This is an optimization exercise on Yosys and OpenROAD, whose aim is small area and few clock cycles per item, not a production implementation.
The RTL was checked by simulation tests, not by an equivalence proof against the original design.

==> flow/design.v, too long to show whole: its modules and the start of the top module <==
// module hysl_add: 85 lines
// module hysl_front: 1344 lines
// module hysl_back: 1019 lines
// module heading_yaw_slew_limiter: 91 lines
module heading_yaw_slew_limiter (
    input  logic                               clk,
    input  logic                               rst_n,
    input  logic                               cfg_we,
    input  logic [hysl_pkg::CFG_IDX_W-1:0]     cfg_index,
    input  logic [hysl_pkg::CFG_DATA_W-1:0]    cfg_data,
    input  logic                               point_valid,
    output logic                               point_ready,
    input  logic signed [31:0]                 point_pos_x,
    input  logic signed [31:0]                 point_pos_y,
    input  logic signed [15:0]                 point_vel_x,
    input  logic signed [15:0]                 point_vel_y,
    output logic                               cmd_valid,
    input  logic                               cmd_ready,
    output logic signed [31:0]                 cmd_x,
    output logic signed [31:0]                 cmd_y,
    output logic        [30:0]                 cmd_z,
    output logic signed [15:0]                 cmd_yaw,
    output logic signed [15:0]                 cmd_yaw_rate
);
  // ...
==> flow/flow/run.sh <==
#!/bin/bash
# Own layout flow: the standard synthesis, then three netlist passes on the
# logic between the registers (registers stay exactly as synthesized: same
# instances, names and cell types), then the standard layout:
#  1. invpush.py: a full adder is self-dual, so a full-adder cell may take its
#     inputs and give its outputs in the other polarity when that cancels
#     inverters; a gate whose only load is an inverter becomes its complement.
#  2. ABC (the standard flow's area script) re-maps all the logic except the
#     registers and the full adders of the carry-save trees that feed only the
#     slow flag or the rate (keepcsa.py marks them); the CORDIC adders come out
#     of it faster than as half/full-adder cells.
#  3. invpush.py again.
# Every port is buffered as the standard flow does, with the buffer cell named
# in port_buffer. Each step's output goes to a log file of its own here.
set -euo pipefail
WORK=$(pwd)
FLOW_DIR=$WORK/flow
RES=$WORK/orfs/results/$FLOW_PLATFORM/heading_yaw_slew_limiter/base
LIB=$FLOW_HOME/platforms/$FLOW_PLATFORM/lib/sky130_fd_sc_hd__tt_025C_1v80.lib
YOSYS=$FLOW_HOME/../tools/install/yosys/bin/yosys
[[ -x $YOSYS ]] || YOSYS=$(command -v yosys)

bash standard.sh synth > $WORK/flow_1_synth.log 2>&1
cp $RES/1_2_yosys.v $WORK/standard_netlist.v

python3 $FLOW_DIR/invpush.py $WORK/standard_netlist.v $WORK/pass1_netlist.v $LIB > $WORK/flow_2_invpush.log 2>&1
python3 $FLOW_DIR/keepcsa.py $WORK/pass1_netlist.v $WORK/pass1_marked.v $WORK/keep_stub.v > $WORK/flow_3_keepcsa.log 2>&1

SEQ=$(grep -oE 'cell *\("?sky130_fd_sc_hd__[a-z0-9_]*' $LIB | sed 's/cell *("*//' \
      | grep -E '__(df|dl|edf|sdf|sed|sdl|lpflow|einv|ebuf|conb|tap|fill|decap|diode|probe|clkdly|dlygate)' \
      | sort -u | tr '\n' ' ')
DONT=$(grep -oE 'cell *\("?sky130_fd_sc_hd__[a-z0-9_]*' $LIB | sed 's/cell *("*//' \
      | grep -E '__(lpflow|probe)' | sort -u | sed 's/^/-dont_use /' | tr '\n' ' ')
$YOSYS -l $WORK/flow_4_abc.log -p "
read_liberty -ignore_miss_func $LIB;
blackbox $SEQ;
read_verilog -lib $WORK/keep_stub.v;
read_verilog $WORK/pass1_marked.v;
hierarchy -top $FLOW_TOP;
flatten;
opt_clean;
abc -liberty $LIB $DONT -script $FLOW_HOME/scripts/abc_area.script;
splitnets;
opt_clean -purge;
hilomap -singleton -hicell sky130_fd_sc_hd__conb_1 HI -locell sky130_fd_sc_hd__conb_1 LO;
insbuf -buf sky130_fd_sc_hd__buf_4 A X;
write_verilog -noexpr -noattr -nohex -nodec $WORK/pass2_marked.v;
tee -o $WORK/pass2_stat.txt stat -liberty $LIB
" > /dev/null
sed 's/hyslkeep_//' $WORK/pass2_marked.v > $WORK/pass2_netlist.v

python3 $FLOW_DIR/invpush.py $WORK/pass2_netlist.v $WORK/pass3_netlist.v $LIB > $WORK/flow_5_invpush.log 2>&1
cp $WORK/pass3_netlist.v $RES/1_2_yosys.v
touch $RES/1_2_yosys.v

export BUFFER_PORTS_ARGS="-buffer_cell $(cat $FLOW_DIR/port_buffer)"
bash standard.sh > $WORK/flow_6_layout.log 2>&1
==> flow/flow/invpush.py <==
#!/usr/bin/env python3
"""Cancels inverters around the full adders of a mapped sky130 netlist.

A full adder is self-dual: fa(~a, ~b, ~c) = (~sum, ~cout). For each fa cell
the pass weighs flipping it (taking its inputs from the other polarity and
giving its outputs the other polarity) and flips it when that removes more
inverters than it adds. Registers and every other cell are left as they are.
usage: invpush.py in.v out.v [liberty]
With the liberty, a gate whose only load is an inverter becomes its
complement gate when that is smaller."""
import re, sys, collections

src, dst = sys.argv[1], sys.argv[2]
txt = open(src).read()
mod = re.search(r'^module\s+(\w+)\s*\((.*?)\);', txt, re.S | re.M)
ports = set(p.strip() for p in mod.group(2).split(','))
inst_re = re.compile(r'^(\s*)(sky130_fd_sc_hd__\w+)\s+(\S+)\s*\((.*?)\);\n', re.S | re.M)
conn_re = re.compile(r'\.(\w+)\(\s*([^()]*?)\s*\)')
OUTS = {'X', 'Y', 'Q', 'Q_N', 'SUM', 'COUT', 'HI', 'LO'}

cells = {}      # name -> [type, {pin: net}]
order = []
first = None
for m in inst_re.finditer(txt):
    if first is None:
        first = m.start()
    cells[m.group(3)] = [m.group(2), dict(conn_re.findall(m.group(4)))]
    order.append(m.group(3))
last = max(m.end() for m in inst_re.finditer(txt))
head, tail = txt[:first], txt[last:]

def base(net):
    n = net.strip()
    if n.startswith('\\'):
        n = n.split()[0][1:]
    return re.sub(r'\[\d+\]$', '', n)

def is_port(net):
    return base(net) in ports or base(net).lstrip('\\') in ports

def is_inv(t):
    return re.match(r'sky130_fd_sc_hd__(inv|clkinv)_\d+$', t) is not None

driver = {}
loads = collections.defaultdict(set)   # net -> {(cell, pin)}
def index():
    driver.clear(); loads.clear()
    for n, (t, c) in cells.items():
        for p, net in c.items():
            if p in OUTS:
                driver[net] = n
            else:
                loads[net].add((n, p))
index()

# a name prefix that no net or cell of the netlist uses yet
run = 0
while f'_invpush{run}_' in txt:
    run += 1
PFX = f'_invpush{run}_'
newnet_id = [0]
def newnet():
    newnet_id[0] += 1
    return f'{PFX}{newnet_id[0]}_'
added_nets = []
inv_id = [0]

def inv_of(net):
    """an existing inverter whose input is net, if any"""
    for (c, p) in loads.get(net, ()):
        if is_inv(cells[c][0]) and p == 'A':
            return c
    return None

def flip_gain(f):
    t, c = cells[f]
    gain = 0
    for p in ('A', 'B', 'CIN'):
        n = c[p]
        d = driver.get(n)
        if d and is_inv(cells[d][0]):
            if len(loads[n]) == 1:
                gain += 1                      # the input inverter goes
        elif inv_of(n) is None:
            gain -= 1                          # an inverter must be added
    for p in ('SUM', 'COUT'):
        o = c[p]
        if is_port(o):
            return -99
        invl = [x for x in loads[o] if is_inv(cells[x[0]][0]) and not is_port(cells[x[0]][1]['Y'])]
        gain += len(invl)
        if len(loads[o]) > len(invl):
            gain -= 1
    return gain

def add_inv(a, y):
    inv_id[0] += 1
    name = f'{PFX}inv_{inv_id[0]}_'
    cells[name] = ['sky130_fd_sc_hd__inv_1', {'A': a, 'Y': y}]
    order.append(name)
    driver[y] = name
    loads[a].add((name, 'A'))
    return name

def replace_net(old, new):
    for (c, p) in list(loads[old]):
        cells[c][1][p] = new
        loads[new].add((c, p))
    loads[old] = set()

def delete(c):
    t, conns = cells.pop(c)
    for p, n in conns.items():
        if p in OUTS:
            driver.pop(n, None)
        else:
            loads[n].discard((c, p))
    order.remove(c)

def flip(f):
    t, c = cells[f]
    for p in ('A', 'B', 'CIN'):
        n = c[p]
        d = driver.get(n)
        loads[n].discard((f, p))
        if d and is_inv(cells[d][0]):
            src_net = cells[d][1]['A']
            c[p] = src_net
            loads[src_net].add((f, p))
            if not loads[n]:
                delete(d)
        else:
            i = inv_of(n)
            if i is None:
                y = newnet(); added_nets.append(y)
                add_inv(n, y)
            else:
                y = cells[i][1]['Y']
            c[p] = y
            loads[y].add((f, p))
    for p in ('SUM', 'COUT'):
        o = c[p]
        o2 = newnet(); added_nets.append(o2)
        c[p] = o2
        driver[o2] = f
        driver.pop(o, None)
        for (x, xp) in list(loads[o]):
            if is_inv(cells[x][0]) and not is_port(cells[x][1]['Y']):
                y = cells[x][1]['Y']
                delete(x)
                replace_net(y, o2)
        if loads[o]:
            add_inv(o2, o)

AREA = {}
lib = sys.argv[3] if len(sys.argv) > 3 else None
if lib:
    ltxt = open(lib).read()
    for m in re.finditer(r'cell\s*\(\s*"?(sky130_fd_sc_hd__\w+)"?\s*\)\s*\{.*?area\s*:\s*([0-9.]+)', ltxt, re.S):
        AREA[m.group(1)] = float(m.group(2))
PAIRS = {}
for a, b in [('xor2', 'xnor2'), ('xor3', 'xnor3'), ('and2', 'nand2'), ('or2', 'nor2'),
             ('and3', 'nand3'), ('or3', 'nor3'), ('and4', 'nand4'), ('or4', 'nor4'),
             ('a21o', 'a21oi'), ('o21a', 'o21ai'), ('a22o', 'a22oi'), ('o22a', 'o22ai'),
             ('a211o', 'a211oi'), ('o211a', 'o211ai'), ('a31o', 'a31oi'), ('o31a', 'o31ai'),
             ('a32o', 'a32oi'), ('o32a', 'o32ai'), ('a2bb2o', 'a2bb2oi'), ('o2bb2a', 'o2bb2ai'),
             ('a221o', 'a221oi'), ('o221a', 'o221ai'), ('a311o', 'a311oi'), ('o311a', 'o311ai'),
             ('a2111o', 'a2111oi'), ('o2111a', 'o2111ai'), ('mux2', 'mux2i'), ('a41o', 'a41oi'),
             ('o41a', 'o41ai'), ('a21bo', 'a21boi'), ('o21ba', 'o21bai')]:
    PAIRS[a] = (b, 'X', 'Y')
    PAIRS[b] = (a, 'Y', 'X')

def merge_pass():
    """a gate whose only load is an inverter becomes its complement gate"""
    n_merged = 0
    for g in list(order):
        if g not in cells:
            continue
        t, c = cells[g]
        m = re.match(r'sky130_fd_sc_hd__(\w+?)_(\d+)$', t)
        if not m or m.group(1) not in PAIRS:
            continue
        comp, outp, newp = PAIRS[m.group(1)]
        if outp not in c:
            continue
        o = c[outp]
        if is_port(o) or len(loads[o]) != 1:
            continue
        (x, xp), = loads[o]
        if not is_inv(cells[x][0]) or is_port(cells[x][1]['Y']):
            continue
        nt = f'sky130_fd_sc_hd__{comp}_1'
        if nt not in AREA:
            continue
        if AREA[nt] > AREA.get(t, 0) + AREA.get(cells[x][0], 0) - 0.01:
            continue
        y = cells[x][1]['Y']
        delete(x)
        del c[outp]
        c[newp] = y
        cells[g][0] = nt
        driver[y] = g
        n_merged += 1
    return n_merged

before = sum(1 for n in cells if is_inv(cells[n][0]))
changed = True
rounds = 0
while changed and rounds < 20:
    changed = False
    rounds += 1
    for f in [n for n in order if re.match(r'sky130_fd_sc_hd__fa_\d+$', cells[n][0])]:
        if f in cells and flip_gain(f) > 0:
            flip(f)
            changed = True
merged = merge_pass() if AREA else 0
after = sum(1 for n in cells if is_inv(cells[n][0]))

out = [head]
decl = ''.join(f'  wire {n};\n' for n in added_nets)
out[0] = head + decl
for n in order:
    t, c = cells[n]
    body = ',\n'.join(f'    .{p}({net}' + (' )' if net.startswith('\\') else ')') for p, net in c.items())
    out.append(f'  {t} {n} (\n{body}\n  );\n')
out.append(tail)
open(dst, 'w').write(''.join(out))
print(f'inverters {before} -> {after} in {rounds} rounds, {merged} gates merged with their inverter')
==> flow/flow/keepcsa.py <==
#!/usr/bin/env python3
"""Marks the full-adder cells of the carry-save trees that feed only the slow
flag or the rate (the squares and the rate product), so that a re-mapping of
the logic keeps them: their type gets the prefix hyslkeep_ (removed after).
usage: keepcsa.py in.v out.v stub.v"""
import re, sys, collections
src, dst, stub = sys.argv[1:4]
txt = open(src).read()
inst_re = re.compile(r'^(\s*)(sky130_fd_sc_hd__\w+)\s+(\S+)\s*\((.*?)\);', re.S | re.M)
conn_re = re.compile(r'\.(\w+)\(\s*([^()]*?)\s*\)')
OUTS = {'X', 'Y', 'Q', 'Q_N', 'SUM', 'COUT', 'HI', 'LO'}
SEQ = re.compile(r'sky130_fd_sc_hd__(df|edf|sdf|dl)')
cells = []
loads = collections.defaultdict(list)
for m in inst_re.finditer(txt):
    c = dict(conn_re.findall(m.group(4)))
    cells.append((m, c))
    for p, n in c.items():
        if p not in OUTS:
            loads[n].append(len(cells) - 1)
def klass(name):
    if 'sl_r' in name:
        return 1
    if 'held_rate' in name:
        return 2
    return 4
memo = {}
def reach(net, depth=0):
    if net in memo:
        return memo[net]
    memo[net] = 0
    r = 0
    if re.match(r'\\?cmd_yaw_rate', net.strip()):
        r |= 2
    elif re.match(r'\\?(cmd_|point_ready)', net.strip()):
        r |= 4
    for ci in loads.get(net, ()):
        m, c = cells[ci]
        if SEQ.match(m.group(2)):
            r |= klass(m.group(3))
        else:
            for p, n in c.items():
                if p in OUTS:
                    r |= reach(n, depth + 1)
    memo[net] = r
    return r
sys.setrecursionlimit(100000)
kept = []
types = set()
nfa = 0
for m, c in cells:
    if re.match(r'sky130_fd_sc_hd__fa_\d+$', m.group(2)):
        nfa += 1
        r = reach(c['SUM']) | reach(c['COUT'])
        if r and not (r & 4):
            kept.append(m.start(2))
            types.add(m.group(2))
out, last = [], 0
for pos in sorted(kept):
    out.append(txt[last:pos]); out.append('hyslkeep_'); last = pos
out.append(txt[last:])
open(dst, 'w').write(''.join(out))
with open(stub, 'w') as f:
    for t in sorted(types):
        f.write(f"module hyslkeep_{t}(A, B, CIN, COUT, SUM);\n  input A, B, CIN;\n  output COUT, SUM;\nendmodule\n")
print(f"kept {len(kept)} of {nfa} full adders")
==> flow/flow/port_buffer <==
sky130_fd_sc_hd__buf_1
==> flow/standard.sh <==
#!/bin/bash
# synth_recipe.tcl (not shown) runs the flow's synth.tcl, then flattens the netlist and writes it again
# the make line also repeats each setting of config.mk as NAME=value (left out here)
make -C /OpenROAD-flow-scripts/flow DESIGN_CONFIG=/design/flow/config.mk WORK_HOME=/design/flow/orfs CLKGATE_MAP_FILE= SYNTH_SCRIPT=/design/flow/synth_recipe.tcl "${@:-finish}"
==> flow/config.mk <==
export PLATFORM = sky130hd
export DESIGN_NAME = heading_yaw_slew_limiter
export DESIGN_NICKNAME = heading_yaw_slew_limiter
export VERILOG_FILES = /design/flow/design.v
export SDC_FILE = /design/flow/constraint.sdc
export NUM_CORES = 4
export LEC_CHECK = 0
export ABC_AREA = 1
export CAP_MARGIN = 10
export CORE_MARGIN = 2
export CORE_UTILIZATION = 55
export SLEW_MARGIN = 10
==> flow/constraint.sdc <==
create_clock -name core_clock -period 14.0 [get_ports {clk}]
set_input_delay 2.8000 -clock core_clock [delete_from_list [all_inputs] [get_ports {clk}]]
set_output_delay 2.8000 -clock core_clock [all_outputs]
set_load 0.01 [all_outputs]
==> metrics.md, run 1 <==
| Metric | Value |
|---|---|
| Fraction of area in multi-input gates | `60.0%` |
| Iteration-0 DRC Markers | `3,349` |
| Worst setup EP type | `primary output` |
| ANT cells | `0` |
| DRT antenna net count | `0` |
| IO Pins | `265` |
| Final Max Slew Viols | `0` |
| M1 GR Usage | `38.9%` |
| Setup violations, final | `0` |
| Hold Crit Start | `u_front.d07_r7` |
| Clock sink total | `583` |
| Status | `finished clean` |
| Min-Delay Endpoint | `u_front.d07_r11` |
| DRC | `0` |
| WL met3 | `9520 um` |
| Core area | `111,000 um^2` |
| Worst hold path class | `register to register` |
| Initial Utilization | `55.3%` |
| Syn avg cell area | `7.46 um^2` |
| Worst slew margin | `28.5%` |
| Wl on met1 | `72,700 um` |
| Gr usage total | `28.3%` |
| Cells on worst reg2reg path | `57` |
| Hold_buf cts | `0` |
| Die Y | `337 um` |
| Post-route setup slack | `0.804 ns` |
| Worst r2r src | `u_front.sl_rz` |
| Number of logic inverters in the finished layout | `1,037` |
| Final hold vios | `0` |
| Fraction of area in registers | `25.3%` |
| Commonest non-fill, non-tap cells in the layout | `nand2_1, inv_1, nor2_1` |
| Critical path's most frequent cell | `nand2_1` |
| Fillers | `10,400` |
| Setup bufs post-CTS | `0` |
| DRT Wirelength | `161,000 um` |
| Worst Path Arrival | `10.40 ns` |
| Worst-path maximum fanout | `11` |
| Fin Hold WS | `0.410 ns` |
| I/O Buffers | `264` |
| Fmax | `0.0758 GHz` |
| CTS max path bufs | `3` |
| GRT met3 Usage | `4.49%` |
Testbench counts, summed over its fixed seeds: cycles 12,032, items 12,000.
==> inputs of run 2 (changes only) <==
==> flow/flow/run.sh (replaced) <==
#!/bin/bash
# Own layout flow: the standard synthesis; then invpush.py cancels
# inverters around the full-adder cells of that netlist (a full adder is
# self-dual, so a cell can take its inputs and give its outputs in the other
# polarity); registers and all other cells stay as synthesized. Then the standard flow's
# standard layout from that netlist, with every port buffered as the standard
# flow does, by the buffer cell named in port_buffer. Each step's output goes
# to a log file of its own in this folder.
set -euo pipefail
WORK=$(pwd)
FLOW_DIR=$WORK/flow
RES=$WORK/orfs/results/$FLOW_PLATFORM/heading_yaw_slew_limiter/base

bash standard.sh synth > $WORK/flow_1_synth.log 2>&1
cp $RES/1_2_yosys.v $WORK/standard_netlist.v
python3 $FLOW_DIR/invpush.py $WORK/standard_netlist.v $WORK/invpush_netlist.v > $WORK/flow_2_invpush.log 2>&1
cp $WORK/invpush_netlist.v $RES/1_2_yosys.v
touch $RES/1_2_yosys.v

export BUFFER_PORTS_ARGS="-buffer_cell $(cat $FLOW_DIR/port_buffer)"
bash standard.sh > $WORK/flow_3_layout.log 2>&1
--- a/flow/flow/invpush.py
+++ b/flow/flow/invpush.py
@@ -7,5 +7,3 @@
 inverters than it adds. Registers and every other cell are left as they are.
-usage: invpush.py in.v out.v [liberty]
-With the liberty, a gate whose only load is an inverter becomes its
-complement gate when that is smaller."""
+usage: invpush.py in.v out.v"""
 import re, sys, collections
@@ -55,7 +53,2 @@
 
-# a name prefix that no net or cell of the netlist uses yet
-run = 0
-while f'_invpush{run}_' in txt:
-    run += 1
-PFX = f'_invpush{run}_'
 newnet_id = [0]
@@ -63,3 +56,3 @@
     newnet_id[0] += 1
-    return f'{PFX}{newnet_id[0]}_'
+    return f'_invpush_{newnet_id[0]}_'
 added_nets = []
@@ -97,3 +90,3 @@
     inv_id[0] += 1
-    name = f'{PFX}inv_{inv_id[0]}_'
+    name = f'_invpush_inv_{inv_id[0]}_'
     cells[name] = ['sky130_fd_sc_hd__inv_1', {'A': a, 'Y': y}]
@@ -154,53 +147,2 @@
 
-AREA = {}
-lib = sys.argv[3] if len(sys.argv) > 3 else None
-if lib:
-    ltxt = open(lib).read()
-    for m in re.finditer(r'cell\s*\(\s*"?(sky130_fd_sc_hd__\w+)"?\s*\)\s*\{.*?area\s*:\s*([0-9.]+)', ltxt, re.S):
-        AREA[m.group(1)] = float(m.group(2))
-PAIRS = {}
-for a, b in [('xor2', 'xnor2'), ('xor3', 'xnor3'), ('and2', 'nand2'), ('or2', 'nor2'),
-             ('and3', 'nand3'), ('or3', 'nor3'), ('and4', 'nand4'), ('or4', 'nor4'),
-             ('a21o', 'a21oi'), ('o21a', 'o21ai'), ('a22o', 'a22oi'), ('o22a', 'o22ai'),
-             ('a211o', 'a211oi'), ('o211a', 'o211ai'), ('a31o', 'a31oi'), ('o31a', 'o31ai'),
-             ('a32o', 'a32oi'), ('o32a', 'o32ai'), ('a2bb2o', 'a2bb2oi'), ('o2bb2a', 'o2bb2ai'),
-             ('a221o', 'a221oi'), ('o221a', 'o221ai'), ('a311o', 'a311oi'), ('o311a', 'o311ai'),
-             ('a2111o', 'a2111oi'), ('o2111a', 'o2111ai'), ('mux2', 'mux2i'), ('a41o', 'a41oi'),
-             ('o41a', 'o41ai'), ('a21bo', 'a21boi'), ('o21ba', 'o21bai')]:
-    PAIRS[a] = (b, 'X', 'Y')
-    PAIRS[b] = (a, 'Y', 'X')
-
-def merge_pass():
-    """a gate whose only load is an inverter becomes its complement gate"""
-    n_merged = 0
-    for g in list(order):
-        if g not in cells:
-            continue
-        t, c = cells[g]
-        m = re.match(r'sky130_fd_sc_hd__(\w+?)_(\d+)$', t)
-        if not m or m.group(1) not in PAIRS:
-            continue
-        comp, outp, newp = PAIRS[m.group(1)]
-        if outp not in c:
-            continue
-        o = c[outp]
-        if is_port(o) or len(loads[o]) != 1:
-            continue
-        (x, xp), = loads[o]
-        if not is_inv(cells[x][0]) or is_port(cells[x][1]['Y']):
-            continue
-        nt = f'sky130_fd_sc_hd__{comp}_1'
-        if nt not in AREA:
-            continue
-        if AREA[nt] > AREA.get(t, 0) + AREA.get(cells[x][0], 0) - 0.01:
-            continue
-        y = cells[x][1]['Y']
-        delete(x)
-        del c[outp]
-        c[newp] = y
-        cells[g][0] = nt
-        driver[y] = g
-        n_merged += 1
-    return n_merged
-
 before = sum(1 for n in cells if is_inv(cells[n][0]))
@@ -215,3 +157,2 @@
             changed = True
-merged = merge_pass() if AREA else 0
 after = sum(1 for n in cells if is_inv(cells[n][0]))
@@ -227,2 +168,2 @@
 open(dst, 'w').write(''.join(out))
-print(f'inverters {before} -> {after} in {rounds} rounds, {merged} gates merged with their inverter')
+print(f'inverters {before} -> {after} in {rounds} rounds')
removed: flow/flow/keepcsa.py
==> run 2 against run 1 <==
Against the previous run: maximum frequency rose by 0.63%; cell area fell by 1.9%; critical path type unchanged; largest cell class unchanged.
==> metrics.md, run 2 <==
| Metric | Value |
|---|---|
| Hold_buf cts | `0 (unchanged)` |
| Row cnt | `120` |
| Vias/cell | `5.27` |
| Commonest non-fill, non-tap cell in the layout | `nand2_1` |
| Pre-CTS WS | `0.824 ns` |
| DRT antenna net count | `0 (unchanged)` |
| CP peak stage delay | `0.50 ns` |
| Dpl cell area | `62,300 um^2` |
| CTS Root Cell | `clkbuf_16` |
| Slew @ Worst Pin | `1.12 ns` |
| Reg clk slew, reported paths | `0.05 ns` |
| CTS Buf Count | `68` |
| Cells on worst reg2reg path | `67 (+18%)` |
| Final Max Slew Viols | `0 (unchanged)` |
| Setup TNS | `0 ns` |
| Clock skew | `0.0506 ns` |
| Mapped Cells | `6,181` |
| Fin Hold WS | `0.396 ns (-0.0145 ns)` |
| Setup violations, final | `0 (unchanged)` |
| I/O Buffers | `264 (unchanged)` |
| Die width | `334 um` |
| Largest net degree at the start of global routing | `196` |
| Fmax | `0.0763 GHz (+0.63%)` |
| CTS H-tree depth | `3` |
| Post-route design area | `64,500 um^2` |
| Min Tclk post-route | `13.11 ns` |
| Commonest non-fill, non-tap cells in the layout | `nand2_1, inv_1, ha_1` |
| Post-DP HPWL | `114,000 um` |
| Iteration-0 DRC Markers | `2,428 (-28%)` |
| CTS max path bufs | `3 (unchanged)` |
| Worst hold path class | `register to register` |
| Required time of the critical path | `11.20 ns` |
| DIE AREA | `111,000 um^2` |
| Worst slew margin | `25.3% (-3.2 points)` |
| Clk Latency, worst-skew pair | `0.66 ns` |
| First-pass GRT wire length | `228,000 um` |
| Post-route setup slack | `0.886 ns (+0.0821 ns)` |
| Register area | `16,700 um^2` |
| Initial antenna violation count | `0` |
| Vias in the first global route | `42,200` |
| Via count | `41,500` |
| Final hold vios | `0 (unchanged)` |
| GPL Wtd Cong | `0.931` |
| Worst setup EP type | `primary output` |
| Grt ovf | `0` |
| Max-cap violations | `0` |
| RSZ-0062 raised after global routing | `false` |
| Final net count | `7,847` |
| Routed WL per cell | `18.0 um` |
| Fillers | `9,439 (-9.4%)` |
| Worst-path maximum fanout | `16 (+5)` |
| Initial Utilization | `55.7% (+0.34 points)` |
| TritonCTS clock tree | `built` |
| Critical path's most frequent cell | `nand2_1` |
| IO Pins | `265 (unchanged)` |
| Status | `finished clean` |
| Multi-input logic area | `38,800 um^2` |
| Element type at the critical path start | `register` |
| Clock sink total | `583 (unchanged)` |
| Die Y | `334 um (-1.1%)` |
| Share of layout cells above drive strength 1 | `5.11%` |
| Yosys warns | `111` |
| DRT Wirelength | `142,000 um (-12%)` |
| DRC | `0 (unchanged)` |
| Core area | `107,000 um^2 (-2.9%)` |
| Gr usage total | `26.0% (-2.3 points)` |
| Slowest cell on crit path | `fa_1` |
| Area Overhead vs Synth | `7.99%` |
| Post-Syn Area | `59,800 um^2` |
| Worst Path Arrival | `10.31 ns (-0.09 ns)` |
| WS Path Type | `register to primary output` |
| Final period utilization | `93.7%` |
| Worst Hold Depth | `0` |
| Syn avg cell area | `9.67 um^2 (+30%)` |
| Initial DRT Pass Iterations | `5` |
-- run 2: cell count changes in the layout (fill, tap and decap cells not counted), sizes merged, moves of 61 or more --
| cell | previous run | this run |
|---|---|---|
| nor2 | 980 | 442 |
| xnor2 | 223 | 294 |
| nand3 | 614 | 151 |
| nand2 | 2539 | 989 |
| inv | 1039 | 950 |
| a21oi | 141 | 202 |
| or2 | 147 | 52 |
| and2 | 96 | 11 |
| xor2 | 485 | 424 |
| o21ai | 387 | 278 |
| fa | 414 | 627 |
| ha | 0 | 662 |
-- run 2: worst paths after layout --
path	start	endpoint	slack, ns
max	u_front.sl_rz	cmd_yaw[13]	0.89
min	u_front.zc_r3[0]	u_front.zc_r7[0]	0.40
max reg2reg	u_front.u_r7[19]	u_front.cx_r11[24]	1.52
min reg2reg	u_front.zc_r3[0]	u_front.zc_r7[0]	0.40
max in group asynchronous	rst_n	u_front.vl_r3	9.89
min in group asynchronous	rst_n	hover_height_reg[30]	2.06
-- run 2: cell type report --
class | instances | share of cell area (%)
Tap cell | 1403 | 2.72
Timing Repair Buffer | 326 | 2.28
Clock inverter | 33 | 0.556
Antenna cell | 1 | 0.00388
Inverter | 969 | 5.66
Sequential cell | 583 | 25.8
Clock buffer | 88 | 2.80
Multi-Input combinational cell | 4474 | 60.2
-- run 2: layer usage --
metal	global-route usage (%)	up-vias	wire length, um	part of all wire, %
li1	-	20400	-	-
met1	35.9	20000	64600	46
met2	42.9	972	66200	47
met3	4.11	186	7840	5.5
met4	6.58	0	3250	2.3
met5	0	-	0	0
-- run 2: critical path: cells and delay by family (launching register included) --
family | cells | cell delay (ns)
compound gates | 14 | 2.68
simple gates | 20 | 2.61
buf+inv | 9 | 1.42
flops | 1 | 0.42
fa+ha+maj | 6 | 2.32
xor+xnor | 1 | 0.21
-- run 2: metrics by stage --
step	std cells	util, %
final	7877	60.1
after global routing	7876	60.1
after global placement	7752	58.1
after floorplan	6181	-
after CTS	7873	60.1
after detailed placement	7752	58.1
-- run 2: timing repair --
action / in CTS / in global routing
buffers inserted: 0 / 3
resized for setup: 0 / 6
endpoints found under the setup margin: 0 / 6

-- static timing again, ports no longer ideal --
The flow's constraints put no driver on any port. The routed layouts listed below were extracted and timed again, unchanged, in two steps. Step 1: set_driving_cell puts a clkbuf_16 on clk and a buf_2 on each other input, an assumption about the parent block. Step 2 moves the port delays by t, midway between the first and last clock arrival at a register: inputs arrive t later, outputs are due t later. That takes back most of the time a late clock gives input paths. Three values: ideal, step 1, step 2; two values: the first two.
run | t, ns | setup WS [ns] | worst setup path at the end | slew at the worst register clock pin (ns)
run 1 | 0.714 | 0.804 / 0.735 / 1.449 | register to output | 0.07 / 0.07
run 2 | 0.702 | 0.886 / 0.817 / 0.800 | input to register | 0.08 / 0.08
After both steps setup and hold are still met in every run listed. For run 2, which loses most, drivers alone change the setup slack by -0.069 ns; drivers and shift together by -0.086 ns.
